From an optimization exercise on the open Yosys and OpenROAD flow, aimed at a short achievable clock period and few clock cycles; shortcuts taken in it are not production practice. Only simulation tests tie the RTL to the original design; equivalence was not proved. Power is estimated from default activity; no workload was simulated.

==> design.v <==
`default_nettype none
package busPkg;
  localparam int ApbAddrWidth = 8;    
  typedef enum logic [1:0] {
    RegionCtrl   = 2'b00,
    RegionReg    = 2'b01,
    RegionImemLo = 2'b10,
    RegionImemHi = 2'b11
  } regionT;
  localparam logic [ApbAddrWidth-1:0] CtrlAddr = 8'h00;   
  localparam logic [ApbAddrWidth-1:0] PcAddr = 8'h01;
  typedef enum logic [1:0] {
    StIdle,
    StFetch,
    StExecute,
    StHalted
  } stateT;
endpackage
`default_nettype wire
`default_nettype none
package isaPkg;
  localparam int DataWidth = 16;    
  localparam int RegAddrWidth = 4;
  typedef enum logic [3:0] {
    OpAdd    = 4'b0000,
    OpSub    = 4'b0001,
    OpRed    = 4'b0010,
    OpXor    = 4'b0011,
    OpSll    = 4'b0100,
    OpSra    = 4'b0101,
    OpRor    = 4'b0110,
    OpPaddsb = 4'b0111,
    OpLw     = 4'b1000,
    OpSw     = 4'b1001,
    OpLhb    = 4'b1010,
    OpLlb    = 4'b1011,
    OpB      = 4'b1100,
    OpBr     = 4'b1101,
    OpPcs    = 4'b1110,
    OpHlt    = 4'b1111
  } opcodeT;
  typedef enum logic [2:0] {
    CondNe     = 3'b000,
    CondEq     = 3'b001,
    CondGt     = 3'b010,
    CondLt     = 3'b011,
    CondGte    = 3'b100,
    CondLte    = 3'b101,
    CondOv     = 3'b110,
    CondUncond = 3'b111
  } condT;
  localparam int FlagN = 2;
  localparam int FlagV = 1;
  localparam int FlagZ = 0;
endpackage
`default_nettype wire
`timescale 1ns/100ps
`default_nettype none
module cpuTop #(
  parameter int ImemDepth = 64
) (
  input  logic                            clk,
  input  logic                            rstN,
  input  logic                            psel,
  input  logic                            penable,
  input  logic                            pwrite,
  input  logic [busPkg::ApbAddrWidth-1:0] paddr,
  input  logic [isaPkg::DataWidth-1:0]    pwdata,
  output logic [isaPkg::DataWidth-1:0]    prdata,
  output logic [isaPkg::DataWidth-1:0]    pc,
  output logic                            hlt
);
  function automatic logic isNop(input logic [3:0] op);
    case (op)
      4'h0, 4'h1, 4'h3, 4'ha, 4'hb, 4'hc, 4'hf: isNop = 1'b0;
      default:                                  isNop = 1'b1;
    endcase
  endfunction
  function automatic logic isReal(input logic [3:0] op);
    case (op)
      4'h0, 4'h1, 4'h3, 4'ha, 4'hb: isReal = 1'b1;
      default:                      isReal = 1'b0;
    endcase
  endfunction
  function automatic logic [16:0] addPP(input logic [15:0] a, input logic [15:0] b, input logic cin);
    logic [15:0] g0, p0, g1, p1, g2, p2, g3, p3, g4;
    logic [15:0] x;
    x  = a ^ b;
    g0 = a & b;
    g0[0] = g0[0] | (x[0] & cin);
    p0 = x;
    for (int i = 0; i < 16; i++) begin
      g1[i] = (i >= 1) ? (g0[i] | (p0[i] & g0[i-1])) : g0[i];
      p1[i] = (i >= 1) ? (p0[i] & p0[i-1]) : p0[i];
    end
    for (int i = 0; i < 16; i++) begin
      g2[i] = (i >= 2) ? (g1[i] | (p1[i] & g1[i-2])) : g1[i];
      p2[i] = (i >= 2) ? (p1[i] & p1[i-2]) : p1[i];
    end
    for (int i = 0; i < 16; i++) begin
      g3[i] = (i >= 4) ? (g2[i] | (p2[i] & g2[i-4])) : g2[i];
      p3[i] = (i >= 4) ? (p2[i] & p2[i-4]) : p2[i];
    end
    for (int i = 0; i < 16; i++) begin
      g4[i] = (i >= 8) ? (g3[i] | (p3[i] & g3[i-8])) : g3[i];
    end
    addPP[0] = x[0] ^ cin;
    for (int i = 1; i < 16; i++) addPP[i] = x[i] ^ g4[i-1];
    addPP[16] = g4[15];
  endfunction
  logic        running;
  logic        hltR;
  logic        startPulse;
  logic [15:0] pcR;
  logic [2:0]  flg;       
  logic        haltNow;
  wire startNow = psel && penable && pwrite && (paddr == 8'h00) && pwdata[0] && !running;
  logic [63:0][15:0] memw;
  logic [63:0][15:0] memNext;    
  wire               memWr = psel && penable && pwrite && paddr[7] && !running;
  for (genvar k = 0; k < 64; k++) begin : g_mem
    always_ff @(posedge clk) begin
      if (memWr && (paddr[5:0] == 6'(k))) memw[k] <= pwdata;
    end
    assign memNext[k] = memw[(k + 1) % 64];
  end
  logic [63:0]      s1Nop;
  logic [63:0]      s1Br;
  logic [63:0]      s1Pair;
  logic [63:0][2:0] s1Cond;
  logic [63:0][8:0] s1Off;
  for (genvar k = 0; k < 64; k++) begin : g_pre
    wire [15:0] w0   = memw[k];
    wire [15:0] w1   = memw[(k + 1) % 64];
    wire [3:0]  rd0  = w0[11:8];
    wire        wr0  = isReal(w0[15:12]) && (rd0 != 4'h0);
    wire        imm1 = (w1[15:12] == 4'ha) || (w1[15:12] == 4'hb);
    wire        dep  = wr0 && (imm1 ? (w1[11:8] == rd0) : ((w1[7:4] == rd0) || (w1[3:0] == rd0)));
    always_ff @(posedge clk) begin
      s1Nop[k]  <= isNop(w0[15:12]);
      s1Br[k]   <= (w0[15:12] == 4'hc);
      s1Pair[k] <= isReal(w0[15:12]) && isReal(w1[15:12]) && !dep;
      s1Cond[k] <= w0[11:9];
      s1Off[k]  <= w0[8:0];
    end
  end
  localparam int TW = 29;
  logic [63:0][TW-1:0] tab;
  for (genvar k = 0; k < 64; k++) begin : g_tab
    wire       pair = s1Pair[k];
    wire [4:0] nv;    
    wire [2:0] bv;    
    wire [2:0] cv0, cv1, cv2;
    wire [8:0] ov0, ov1, ov2;
    for (genvar j = 0; j < 5; j++) begin : g_v
      assign nv[j] = pair ? s1Nop[(k + 2 + j) % 64] : s1Nop[(k + 1 + j) % 64];
    end
    for (genvar j = 0; j < 3; j++) begin : g_b
      assign bv[j] = pair ? s1Br[(k + 2 + j) % 64] : s1Br[(k + 1 + j) % 64];
    end
    assign cv0 = pair ? s1Cond[(k + 2) % 64] : s1Cond[(k + 1) % 64];
    assign cv1 = pair ? s1Cond[(k + 3) % 64] : s1Cond[(k + 2) % 64];
    assign cv2 = pair ? s1Cond[(k + 4) % 64] : s1Cond[(k + 3) % 64];
    assign ov0 = pair ? s1Off[(k + 2) % 64]  : s1Off[(k + 1) % 64];
    assign ov1 = pair ? s1Off[(k + 3) % 64]  : s1Off[(k + 2) % 64];
    assign ov2 = pair ? s1Off[(k + 4) % 64]  : s1Off[(k + 3) % 64];
    wire [1:0] s1 = nv[0] ? (nv[1] ? 2'd2 : 2'd1) : 2'd0;
    wire       bp  = (s1 == 2'd0) ? bv[0] : (s1 == 2'd1) ? bv[1] : bv[2];
    wire [2:0] cp  = (s1 == 2'd0) ? cv0 : (s1 == 2'd1) ? cv1 : cv2;
    wire [8:0] op  = (s1 == 2'd0) ? ov0 : (s1 == 2'd1) ? ov1 : ov2;
    wire       nq1 = (s1 == 2'd0) ? nv[1] : (s1 == 2'd1) ? nv[2] : nv[3];
    wire       nq2 = (s1 == 2'd0) ? nv[2] : (s1 == 2'd1) ? nv[3] : nv[4];
    wire [1:0] s2  = nq1 ? (nq2 ? 2'd2 : 2'd1) : 2'd0;
    wire       b0  = s1Br[k];
    wire [2:0] base = pair ? 3'd2 : 3'd1;
    logic [2:0] cond;
    logic [2:0] dNt;
    logic [9:0] dTk;
    logic [5:0] ntIdx;
    logic [5:0] tkIdx;
    always_comb begin
      if (b0) begin
        cond = s1Cond[k];
        dNt  = 3'd1 + 3'(s1);
        dTk  = 10'd1 + {s1Off[k][8], s1Off[k]};
      end else if (bp) begin
        cond = cp;
        dNt  = base + 3'd1 + 3'(s1) + 3'(s2);
        dTk  = 10'(base) + 10'd1 + 10'(s1) + {op[8], op};
      end else begin
        cond = 3'd7;
        dNt  = base + 3'(s1);
        dTk  = 10'(base) + 10'(s1);
      end
      ntIdx = 6'(k) + 6'(dNt);
      tkIdx = 6'(k) + dTk[5:0];
    end
    always_ff @(posedge clk) begin
      tab[k] <= {pair, cond, ntIdx, tkIdx, dNt, dTk};
    end
  end
  logic [15:1][15:0] rf;
  wire  [15:0][15:0] rfv = {rf, 16'h0000};
  logic [1:0][15:0] dWord;
  logic [1:0][15:0] dWord2;
  logic [1:0]       dPair;
  logic [1:0][2:0]  dCond;
  logic [1:0][5:0]  dNtIdx;
  logic [1:0][5:0]  dTkIdx;
  logic [1:0][2:0]  dDNt;
  logic [1:0][9:0]  dDTk;
  logic [1:0][9:0]  dDIn;
  logic [1:0]       dValid;
  logic        eValid;
  logic [1:0][15:0] eOpA;
  logic [1:0][15:0] eOpB;
  logic [1:0]  eCin;
  logic [1:0]  eIsXor;
  logic [1:0]  eIsLlb;
  logic [1:0]  eIsLhb;
  logic [1:0]  eSetsNV;
  logic [1:0]  eSetsZ;
  logic [1:0]  eWrEn;
  logic [1:0][3:0] eRd;
  logic [2:0]  eCond;
  logic        eHlt;
  logic [9:0]  eDIn;
  logic [1:0][15:0] aluRes;
  logic [1:0]       laneZ;
  logic [1:0]       laneN;
  logic [1:0]       laneV;
  for (genvar l = 0; l < 2; l++) begin : g_alu
    wire [15:0] a     = eOpA[l];
    wire [15:0] b     = eOpB[l];
    wire [16:0] sum   = addPP(a, b, eCin[l]);
    wire        agree = (a[15] == b[15]);
    wire        ovf   = agree && (sum[15] != a[15]);
    wire [15:0] sat   = ovf ? {a[15], {15{!a[15]}}} : sum[15:0];
    wire [15:0] pBits   = a ^ b;
    wire [15:0] carryIf = {a[14:0] | b[14:0], eCin[l]};
    wire        zeroRaw = (pBits == carryIf);
    wire        zAS     = zeroRaw && !(a[15] && b[15] && !eCin[l]);
    wire        zX      = (a == b);
    assign laneZ[l] = eIsXor[l] ? zX : zAS;
    assign laneN[l] = agree ? a[15] : sum[15];
    assign laneV[l] = ovf;
    always_comb begin
      if (eIsXor[l])      aluRes[l] = a ^ b;
      else if (eIsLlb[l]) aluRes[l] = {a[15:8], b[7:0]};
      else if (eIsLhb[l]) aluRes[l] = {b[15:8], a[7:0]};
      else                aluRes[l] = sat;
    end
  end
  wire zA = eSetsZ[1]  ? laneZ[1] : eSetsZ[0]  ? laneZ[0] : flg[0];
  wire nA = eSetsNV[1] ? laneN[1] : eSetsNV[0] ? laneN[0] : flg[2];
  wire vA = eSetsNV[1] ? laneV[1] : eSetsNV[0] ? laneV[0] : flg[1];
  logic taken;
  always_comb begin
    case (eCond)
      3'd0:    taken = !zA;
      3'd1:    taken = zA;
      3'd2:    taken = !zA && !nA;
      3'd3:    taken = nA;
      3'd4:    taken = zA || !nA;
      3'd5:    taken = nA || zA;
      3'd6:    taken = vA;
      default: taken = 1'b1;
    endcase
  end
  assign haltNow = eValid && eHlt;
  logic [1:0][1:0][15:0] cOpA;      
  logic [1:0][1:0][15:0] cOpB;
  logic [1:0][1:0]       cCin;
  logic [1:0][1:0]       cIsXor;
  logic [1:0][1:0]       cIsLlb;
  logic [1:0][1:0]       cIsLhb;
  logic [1:0][1:0]       cAS;
  logic [1:0][1:0]       cWrites;
  logic [1:0][1:0][3:0]  cRd;
  logic [1:0]            cHlt;
  for (genvar i = 0; i < 2; i++) begin : g_cand
    for (genvar l = 0; l < 2; l++) begin : g_lane
      wire [15:0] w     = l ? dWord2[i] : dWord[i];
      wire        on    = l ? dPair[i] : 1'b1;
      wire [3:0]  op    = w[15:12];
      wire        isImm = (op == 4'ha) || (op == 4'hb);
      wire [3:0]  ra    = isImm ? w[11:8] : w[7:4];
      wire [3:0]  rb    = w[3:0];
      wire        fA1   = eWrEn[1] && (eRd[1] == ra);
      wire        fA0   = eWrEn[0] && (eRd[0] == ra);
      wire        fB1   = eWrEn[1] && (eRd[1] == rb);
      wire        fB0   = eWrEn[0] && (eRd[0] == rb);
      wire [15:0] aV    = fA1 ? aluRes[1] : fA0 ? aluRes[0] : rfv[ra];
      wire [15:0] bV    = fB1 ? aluRes[1] : fB0 ? aluRes[0] : rfv[rb];
      assign cOpA[i][l]    = aV;
      assign cOpB[i][l]    = isImm ? {w[7:0], w[7:0]} : ((op == 4'h1) ? ~bV : bV);
      assign cCin[i][l]    = (op == 4'h1);
      assign cIsXor[i][l]  = (op == 4'h3);
      assign cIsLlb[i][l]  = (op == 4'hb);
      assign cIsLhb[i][l]  = (op == 4'ha);
      assign cAS[i][l]     = on && ((op == 4'h0) || (op == 4'h1));
      assign cWrites[i][l] = on && isReal(op) && (w[11:8] != 4'h0);
      assign cRd[i][l]     = w[11:8];
    end
    assign cHlt[i] = (dWord[i][15:12] == 4'hf);
  end
  logic [1:0][1:0][15:0]   fWord;
  logic [1:0][1:0][15:0]   fWord2;
  logic [1:0][1:0][TW-1:0] fTab;
  logic [1:0][1:0][9:0]    fDIn;
  for (genvar i = 0; i < 2; i++) begin : g_fi
    for (genvar j = 0; j < 2; j++) begin : g_fj
      wire [5:0] idx = j ? dTkIdx[i] : dNtIdx[i];
      assign fWord[i][j]  = memw[idx];
      assign fWord2[i][j] = memNext[idx];
      assign fTab[i][j]   = tab[idx];
      assign fDIn[i][j]   = j ? dDTk[i] : {7'b0, dDNt[i]};
    end
  end
  wire advance = running && !haltNow;
  wire y       = taken;
  wire goE     = advance && dValid[y];
  always_ff @(posedge clk or negedge rstN) begin
    if (!rstN) begin
      eValid  <= 1'b0;
      eWrEn   <= 2'b00;
      eSetsNV <= 2'b00;
      eSetsZ  <= 2'b00;
    end else begin
      eValid     <= goE;
      eWrEn[1]   <= goE && cWrites[y][1];
      eWrEn[0]   <= goE && cWrites[y][0] && !(cWrites[y][1] && (cRd[y][1] == cRd[y][0]));
      eSetsNV[0] <= goE && cAS[y][0];
      eSetsNV[1] <= goE && cAS[y][1];
      eSetsZ[0]  <= goE && (cAS[y][0] || (cIsXor[y][0]));
      eSetsZ[1]  <= goE && (cAS[y][1] || (cIsXor[y][1] && dPair[y]));
    end
  end
  always_ff @(posedge clk) begin
    eOpA   <= cOpA[y];
    eOpB   <= cOpB[y];
    eCin   <= cCin[y];
    eIsXor <= cIsXor[y];
    eIsLlb <= cIsLlb[y];
    eIsLhb <= cIsLhb[y];
    eRd    <= cRd[y];
    eCond  <= dCond[y];
    eHlt   <= cHlt[y];
    eDIn   <= dDIn[y];
  end
  for (genvar j = 0; j < 2; j++) begin : g_dnext
    always_ff @(posedge clk) begin
      if (!advance) begin
        dWord[j]  <= 16'h2000;
        dWord2[j] <= 16'h2000;
        dPair[j]  <= 1'b0;
        dCond[j]  <= 3'd7;
        dNtIdx[j] <= 6'd0;
        dTkIdx[j] <= 6'd0;
        dDNt[j]   <= 3'd0;
        dDTk[j]   <= 10'd0;
        dDIn[j]   <= 10'd0;
        dValid[j] <= 1'b0;
      end else begin
        dWord[j]  <= fWord[y][j];
        dWord2[j] <= fWord2[y][j];
        {dPair[j], dCond[j], dNtIdx[j], dTkIdx[j], dDNt[j], dDTk[j]} <= fTab[y][j];
        dDIn[j]   <= fDIn[y][j];
        dValid[j] <= 1'b1;
      end
    end
  end
  for (genvar r = 1; r < 16; r++) begin : g_rf
    always_ff @(posedge clk or negedge rstN) begin
      if (!rstN)                             rf[r] <= 16'h0000;
      else if (eWrEn[1] && (eRd[1] == 4'(r))) rf[r] <= aluRes[1];
      else if (eWrEn[0] && (eRd[0] == 4'(r))) rf[r] <= aluRes[0];
    end
  end
  always_ff @(posedge clk or negedge rstN) begin
    if (!rstN)           flg <= 3'b000;
    else if (startPulse) flg <= 3'b000;
    else                 flg <= {nA, vA, zA};
  end
  always_ff @(posedge clk or negedge rstN) begin
    if (!rstN)           pcR <= 16'h0000;
    else if (startPulse) pcR <= 16'h0000;
    else if (eValid)     pcR <= pcR + {{5{eDIn[9]}}, eDIn, 1'b0};
  end
  always_ff @(posedge clk or negedge rstN) begin
    if (!rstN) begin
      running    <= 1'b0;
      hltR       <= 1'b0;
      startPulse <= 1'b0;
    end else begin
      startPulse <= startNow;
      if (startNow) begin
        running <= 1'b1;
        hltR    <= 1'b0;
      end else if (haltNow) begin
        running <= 1'b0;
        hltR    <= 1'b1;
      end
    end
  end
  assign pc  = pcR;
  assign hlt = hltR;
  logic [15:0] rdata;
  always_comb begin
    rdata = 16'h0000;
    if (paddr == 8'h00)            rdata = {14'b0, hltR || haltNow, running && !haltNow};
    else if (paddr == 8'h01)       rdata = pcR;
    else if (paddr[7:6] == 2'b01)  rdata = rfv[paddr[3:0]];
  end
  always_ff @(posedge clk or negedge rstN) begin
    if (!rstN)                            prdata <= 16'h0000;
    else if (psel && !penable && !pwrite) prdata <= rdata;
    else                                  prdata <= 16'h0000;
  end
endmodule
`default_nettype wire
==> run.sh <==
#!/bin/bash
# synth_recipe.tcl (not shown) runs the flow's synth.tcl, then flattens the netlist and writes it again
# the make line also repeats each setting of config.mk as NAME=value (left out here)
make -C /OpenROAD-flow-scripts/flow DESIGN_CONFIG=/design/flow/config.mk WORK_HOME=/design/flow/orfs CLKGATE_MAP_FILE= SYNTH_SCRIPT=/design/flow/synth_recipe.tcl finish
==> config.mk <==
export PLATFORM = sky130hd
export DESIGN_NAME = cpuTop
export DESIGN_NICKNAME = cpuTop
export VERILOG_FILES = /design/flow/design.v
export SDC_FILE = /design/flow/constraint.sdc
export NUM_CORES = 4
export LEC_CHECK = 0
export CAP_MARGIN = 20
export CORE_MARGIN = 2
export CORE_UTILIZATION = 30
export MIN_ROUTING_LAYER = met2
export PLACE_DENSITY = 0.4
export SETUP_SLACK_MARGIN = 5
export SLEW_MARGIN = 20
==> constraint.sdc <==
create_clock -name core_clock -period 10.0 [get_ports {clk}]
set_input_delay 2.0000 -clock core_clock [delete_from_list [all_inputs] [get_ports {clk}]]
set_output_delay 2.0000 -clock core_clock [all_outputs]
set_load 0.01 [all_outputs]
==> results.txt <==
Post-Synth XOR/XNOR Area 0.0488; post-synthesis compound-gate area fraction 0.137; Synth cell types 98; number of flops mapped to enable cells by yosys 1024; PortBufs 60; GR Util All Layers 0.905; vias in the first global route 574000; Placed Area 0.380 mm²; mux cell area share after synthesis 0.345; ys async rst share 0.0690; GP Congestion 1.36; Avg Cell Area, Syn 10.3 µm²; largest net degree at the start of global routing 151; Post-Syn Nets 35300; number of synthesized register bits 4117; TritonCTS buffer count 570; H-tree levels 6; Synth Instances 34300; hpwl dp 2480000 µm; Post-Synthesis Cell Area 0.354 mm²; initial core utilization 0.301; simple-gate area share of the yosys netlist 0.106; largest family of logic cells by synthesized area multiplexers; first-pass GRT wire length 4990000 µm; Max clock buf depth 5; clk root buf clkbuf_16; main flop type after synthesis dfxtp_1; total gr overflow 12600; post-synthesis sequential area ratio 0.266; Die X 1090 µm; outcome did not finish; hold_buf cts 0; # IOs 62; Sink Count 4117; warnings from Yosys 1; Err [ERROR GRT-0116] Global routing finished with congestion. Check the congestion regions in the DRC Viewer.; die height 1090 µm; num rows 399; Synth Area in Adders 0.0413; failing step global routing (5_1_grt)
-- cells in the mapped netlist, types with 143 or more instances --
library cell  number  area [µm²]
ha_1             646        8080
a221oi_1         164        1440
xnor2_1          804        7040
edfxtp_1        1024       30700
nor4_1           262        1640
mux2i_1          997        9980
o221ai_1         338        2960
dfrtp_1          284        7110
fa_1             327        6550
o22ai_1          913        5710
o211ai_1         353        2650
a22oi_1          260        1950
clkbuf_1        2761       10400
a311oi_1         178        1560
a21o_1           160        1200
nand2b_1         205        1280
or3_1            156         976
and3_1           182        1140
mux4_2          4764      107000
o31ai_1          153        1150
o21ai_0         1387        6940
inv_1           1241        4660
nor2_1          2592        9730
a211oi_1         428        3210
nand3_1          630        3150
nor2b_1          353        2210
a21oi_1         1923        9620
mux2_2           449        5060
or2_2            143         895
a22o_1           272        2380
nand2_1         2781       10400
dfxtp_1         2809       56200
buf_1            922        3460
xor2_1          1169       10200
nor3_1           760        3800
-- power groups by stage --
stage	combinational, W	sequential (W)	clock, W
detailed placement	0.00438	0.0177	0
global placement	0.00444	0.0177	0
CTS	0.00584	0.0174	0.0228
floorplan	0.00226	0.0176	0
-- how the worst min path moves through the flow --
stage / from / to / slack [ps] / cells past startpoint
2_1_floorplan: s1Pair[44]$_DFF_P_ / tab[1304]$_DFF_P_ / 390 / 0
4_1_cts: s1Pair[57]$_DFF_P_ / tab[1681]$_DFF_P_ / 390 / 0
3_3_place_gp: memw[363]$_DFFE_PP_ / s1Cond[68]$_DFF_P_ / 370 / 0
3_5_place_dp: memw[361]$_DFFE_PP_ / s1Cond[66]$_DFF_P_ / 380 / 0
-- repair_timing --
item | 4_1_cts
setup buffers | 88
pin swaps | 86
resized for setup | 390
setup endpoints to repair | 627
cloned | 25
-- per-layer routing --
metal | overflow | track usage
met2 | 1371 | 0.908
met4 | 985 | 0.791
met5 | 1262 | 0.856
met3 | 8941 | 0.976
met1 | - | -
-- cells by family after synthesis --
family	after synthesis
compound gates	7459
xor+xnor	1973
fa+ha+maj	973
buf+inv	5194
flops	4117
mux	6210
other cells	1
simple gates	8382
-- per-stage QoR --
step                      hold WS [ps]  setup slack (ps)  instances
after CTS                          385              4630      49300
after detailed placement           381              2890      48100
after global placement             367              2650      48100
after floorplan                    390              5150      34300
Testbench counts, summed over its fixed seeds: cycles 26,371.
